Context: an optimization exercise on an open-source flow, tuned for small area, a short achievable clock period and few clock cycles per item. The choices shown serve that exercise and are no tape-out recipe. In this exercise RTL edits were held to simulation tests only and were not proved equivalent to the original.

== run a ==
==> flow/design.v <==
module ofdm_frame_sched #(
    parameter int DW   = 8,
    parameter int NFFT = 128
) (
    input  logic          clk,
    input  logic          reset,
    input  logic          sym_valid,
    output logic          sym_ready,
    input  logic [DW-1:0] sym_i,
    input  logic [DW-1:0] sym_q,
    input  logic          sink_ready,
    output logic          sink_valid,
    output logic          sink_sop,
    output logic          sink_eop,
    output logic [DW-1:0] sink_real,
    output logic [DW-1:0] sink_imag,
    output logic          frame_done
);
    localparam int H  = NFFT / 2;
    localparam int AW = $clog2(H);
    localparam int KW = $clog2(NFFT);
    localparam logic [DW-1:0] MIN_VAL = {1'b1, {(DW-1){1'b0}}};
    localparam logic [DW-1:0] MAX_VAL = {1'b0, {(DW-1){1'b1}}};
    logic [2*DW-1:0] ring [H];
    logic [2*DW-1:0] din;
    assign din = {sym_i, sym_q};
    logic [AW-1:0] wpos;      
    logic [AW-1:0] wr_j;      
    logic          wf;        
    logic [KW-1:0] rd_k;      
    logic          rf;        
    logic [AW-1:0] rpos;      
    logic          ahead;
    logic          accept;
    logic          avail;     
    logic          tap_ok;    
    logic          byp_ok;    
    logic [3:0]    wen;       
    logic [H/8-1:0] tsel;     
    logic          o_load;
    assign ahead  = wf ^ rf;
    assign accept = sym_valid && sym_ready;
    assign o_load = (!sink_valid || sink_ready) && (tap_ok || (byp_ok && sym_valid));
    always_ff @(posedge clk) begin
        ring[0] <= ring[H-1];
        for (int p = 1; p < H; p++) begin
            if (p < 8 && p[0] && sym_valid && wen[p/2]) ring[p] <= din;
            else                                          ring[p] <= ring[p-1];
        end
    end
    logic [AW-1:0] wpos_n, wr_j_n, rpos_n;
    logic [KW-1:0] rd_k_n;
    logic          wf_n, rf_n, ahead_n;
    always_comb begin
        wr_j_n = accept ? wr_j + 1'b1 : wr_j;
        wf_n   = (accept && wr_j == AW'(H - 1)) ? ~wf : wf;
        if (accept) wpos_n = (wr_j[1:0] == 2'd3) ? wpos - AW'(6) : wpos + AW'(2);
        else        wpos_n = wpos + 1'b1;
        rd_k_n = o_load ? rd_k + 1'b1 : rd_k;
        rf_n   = (o_load && rd_k == KW'(NFFT - 1)) ? ~rf : rf;
        if (!o_load)              rpos_n = rpos + 1'b1;
        else if (!rd_k[KW-1])     rpos_n = (rd_k[1:0] == 2'd3) ? rpos - AW'(6) : rpos + AW'(2);
        else                      rpos_n = (rd_k[1:0] == 2'd0) ? rpos + AW'(8) : rpos;
        ahead_n = wf_n ^ rf_n;
    end
    logic sym_ready_n, avail_n;
    always_comb begin
        sym_ready_n = (wpos_n[AW-1:3] == '0) && wpos_n[0] &&
                      (!ahead_n || (wr_j_n == '0 && rd_k_n[KW-1] && rd_k_n[KW-2:0] != '0));
        avail_n     = ahead_n || (rd_k_n[AW-1:0] != wr_j_n);
    end
    always_ff @(posedge clk) begin
        if (reset) begin
            wpos      <= AW'(1);
            wr_j      <= '0;
            wf        <= 1'b0;
            rd_k      <= '0;
            rf        <= 1'b0;
            rpos      <= '0;
            sym_ready <= 1'b1;
            wen       <= 4'b0001;
            avail     <= 1'b0;
            tap_ok    <= 1'b0;
            byp_ok    <= 1'b1;
            tsel      <= '0;
        end else begin
            wpos      <= wpos_n;
            wr_j      <= wr_j_n;
            wf        <= wf_n;
            rd_k      <= rd_k_n;
            rf        <= rf_n;
            rpos      <= rpos_n;
            sym_ready <= sym_ready_n;
            for (int i = 0; i < 4; i++)
                wen[i] <= sym_ready_n && (wpos_n[2:0] == 3'(2*i+1));
            avail     <= avail_n;
            tap_ok    <= avail_n && (rpos_n[2:0] == 3'd0);
            byp_ok    <= !avail_n && sym_ready_n;
            for (int e = 0; e < H/8; e++)
                tsel[e] <= avail_n && (rpos_n[AW-1:3] == (AW-3)'(e));
        end
    end
    logic [2*DW-1:0] smp;
    logic [DW-1:0]   si, sq, re_n, im_n, nq;
    always_comb begin
        smp = avail ? '0 : din;
        for (int e = 0; e < H/8; e++)
            smp = smp | ({(2*DW){tsel[e]}} & ring[8*e]);
    end
    assign si  = smp[2*DW-1:DW];
    assign sq  = smp[DW-1:0];
    always_comb begin
        logic seen;
        seen = 1'b0;
        for (int i = 0; i < DW; i++) begin
            nq[i] = sq[i] ^ seen;
            seen  = seen | sq[i];
        end
        if (sq == MIN_VAL) nq = MAX_VAL;
    end
    always_comb begin
        re_n = si;
        im_n = sq;
        if (rd_k == '0) begin
            im_n = '0;
        end else if (rd_k == KW'(H)) begin
            re_n = sq;
            im_n = '0;
        end else if (rd_k[KW-1]) begin
            im_n = nq;
        end
    end
    always_ff @(posedge clk) begin
        if (reset) begin
            sink_valid <= 1'b0;
        end else begin
            sink_valid <= o_load || (sink_valid && !sink_ready);
        end
    end
    always_ff @(posedge clk) begin
        if (o_load) begin
            sink_sop  <= (rd_k == '0);
            sink_eop  <= (rd_k == KW'(NFFT - 1));
            sink_real <= re_n;
            sink_imag <= im_n;
        end
    end
    assign frame_done = sink_valid && sink_ready && sink_eop;
endmodule
Settings: LEC_CHECK=0, CAP_MARGIN=20, CORE_MARGIN=2, CORE_UTILIZATION=50, CTS_BUF_LIST=sky130_fd_sc_hd__clkbuf_16, CTS_CLUSTER_DIAMETER=60, CTS_CLUSTER_SIZE=30, PLACE_DENSITY=0.65, SETUP_SLACK_MARGIN=3.65, SLEW_MARGIN=20; clock period 6.5 ns.
standard.sh (not shown) runs the stock make flow with config.mk's settings and CLKGATE_MAP_FILE= SYNTH_SCRIPT=/design/flow/synth_recipe.tcl, a recipe that flattens the netlist after the stock synthesis.
==> flow/flow/run.sh <==
#!/bin/bash
set -euo pipefail
export BUFFER_PORTS_ARGS="-buffer_cell sky130_fd_sc_hd__buf_2"
export CTS_ARGS="-sink_clustering_enable -repair_clock_nets -buf_list sky130_fd_sc_hd__clkbuf_16 -sink_clustering_size 30 -sink_clustering_max_diameter 60 -dont_use_dummy_load"
bash standard.sh > standard_flow.log 2>&1
Testbench counts of run a, summed over its fixed seeds: cycles 16,392, frames 128.
## Diff of input files: run b against run a
--- a/flow/design.v
+++ b/flow/design.v
@@ -32,19 +32,17 @@
     logic [AW-1:0] rpos;      
     logic          ahead;
     logic          accept;
-    logic          avail;     
-    logic          tap_ok;    
-    logic          byp_ok;    
-    logic [3:0]    wen;       
-    logic [H/8-1:0] tsel;     
-    logic          o_load;
+    logic          avail;
+    logic          o_load, r_tap;
     assign ahead  = wf ^ rf;
     assign accept = sym_valid && sym_ready;
-    assign o_load = (!sink_valid || sink_ready) && (tap_ok || (byp_ok && sym_valid));
+    assign avail  = ahead || (rd_k[AW-1:0] != wr_j);
+    assign r_tap  = (rpos[2:0] == 3'd0);
+    assign o_load = (!sink_valid || sink_ready) && (avail ? r_tap : accept);
     always_ff @(posedge clk) begin
         ring[0] <= ring[H-1];
         for (int p = 1; p < H; p++) begin
-            if (p < 8 && p[0] && sym_valid && wen[p/2]) ring[p] <= din;
+            if (p < 8 && p[0] && accept && wpos == AW'(p)) ring[p] <= din;
             else                                          ring[p] <= ring[p-1];
         end
     end
@@ -63,12 +61,6 @@
         else                      rpos_n = (rd_k[1:0] == 2'd0) ? rpos + AW'(8) : rpos;
         ahead_n = wf_n ^ rf_n;
     end
-    logic sym_ready_n, avail_n;
-    always_comb begin
-        sym_ready_n = (wpos_n[AW-1:3] == '0) && wpos_n[0] &&
-                      (!ahead_n || (wr_j_n == '0 && rd_k_n[KW-1] && rd_k_n[KW-2:0] != '0));
-        avail_n     = ahead_n || (rd_k_n[AW-1:0] != wr_j_n);
-    end
     always_ff @(posedge clk) begin
         if (reset) begin
             wpos      <= AW'(1);
@@ -78,11 +70,6 @@
             rf        <= 1'b0;
             rpos      <= '0;
             sym_ready <= 1'b1;
-            wen       <= 4'b0001;
-            avail     <= 1'b0;
-            tap_ok    <= 1'b0;
-            byp_ok    <= 1'b1;
-            tsel      <= '0;
         end else begin
             wpos      <= wpos_n;
             wr_j      <= wr_j_n;
@@ -90,34 +77,17 @@
             rd_k      <= rd_k_n;
             rf        <= rf_n;
             rpos      <= rpos_n;
-            sym_ready <= sym_ready_n;
-            for (int i = 0; i < 4; i++)
-                wen[i] <= sym_ready_n && (wpos_n[2:0] == 3'(2*i+1));
-            avail     <= avail_n;
-            tap_ok    <= avail_n && (rpos_n[2:0] == 3'd0);
-            byp_ok    <= !avail_n && sym_ready_n;
-            for (int e = 0; e < H/8; e++)
-                tsel[e] <= avail_n && (rpos_n[AW-1:3] == (AW-3)'(e));
+            sym_ready <= (wpos_n[AW-1:3] == '0) && wpos_n[0] &&
+                         (!ahead_n || (wr_j_n == '0 && rd_k_n[KW-1] && rd_k_n[KW-2:0] != '0));
         end
     end
+    logic [2*DW-1:0] tap [H/8];
     logic [2*DW-1:0] smp;
-    logic [DW-1:0]   si, sq, re_n, im_n, nq;
-    always_comb begin
-        smp = avail ? '0 : din;
-        for (int e = 0; e < H/8; e++)
-            smp = smp | ({(2*DW){tsel[e]}} & ring[8*e]);
-    end
+    logic [DW-1:0]   si, sq, re_n, im_n;
+    always_comb for (int e = 0; e < H/8; e++) tap[e] = ring[8*e];
+    assign smp = avail ? tap[rpos[AW-1:3]] : din;
     assign si  = smp[2*DW-1:DW];
     assign sq  = smp[DW-1:0];
-    always_comb begin
-        logic seen;
-        seen = 1'b0;
-        for (int i = 0; i < DW; i++) begin
-            nq[i] = sq[i] ^ seen;
-            seen  = seen | sq[i];
-        end
-        if (sq == MIN_VAL) nq = MAX_VAL;
-    end
     always_comb begin
         re_n = si;
         im_n = sq;
@@ -127,7 +97,7 @@
             re_n = sq;
             im_n = '0;
         end else if (rd_k[KW-1]) begin
-            im_n = nq;
+            im_n = (sq == MIN_VAL) ? MAX_VAL : -sq;
         end
     end
     always_ff @(posedge clk) begin
- When run b is measured against run a, its worst hold margin turns out 23 ps higher.
- The final reports for run b and run a show sequential share of layout area lower in the former.
- Flip-flop and latch count, run b and run a: higher on run a
- Diff run a -> run b: number of enable flip-flop cells after synthesis barely changed, post-place setup slack climbed 17 ps.
- Higher detailed-route via count goes to run b over run a.
- Taking run a as the reference, in run b routability congestion estimate from global placement decreased by 1.2% relative to the old numbers; total detailed-routing wirelength decreased by 0.81% relative to the old numbers; number of fill cells closely matched the old numbers; number of non-filler instances in the completed layout increased by about 1.5% relative to the old numbers.
Testbench counts of run b, summed over its fixed seeds: cycles 16,392, frames 128.

-- what the ideal ports hide --
How much do the figures lean on ideal ports? The routed layouts below were timed once more, with nothing changed but the port constraints.
Step 1: set_driving_cell puts a clkbuf_16 on clk and a buf_2 on each other input, an assumption about the parent block.
Step 2 also shifts input and output timing later by t, the mid clock arrival at the registers, as if the neighbouring blocks saw the same clock.
Three values: ideal ports, drivers, drivers and shift; two values: the first two.
run | t, ns | setup WS [ns] | hold slack, ns | worst setup path after step 2 | cell pins on the clock port's net
run a | 0.629 | 3.560 / 3.527 / 3.026 | 0.262 / 0.262 / 0.262 | input to register | 1
run b | 0.631 | 3.554 / 3.519 / 3.216 | 0.286 / 0.286 / 0.286 | input to register | 1
After both steps every run listed still meets setup and hold. For run a, which loses most, drivers alone change the setup slack by -0.033 ns; drivers and shift together by -0.534 ns.
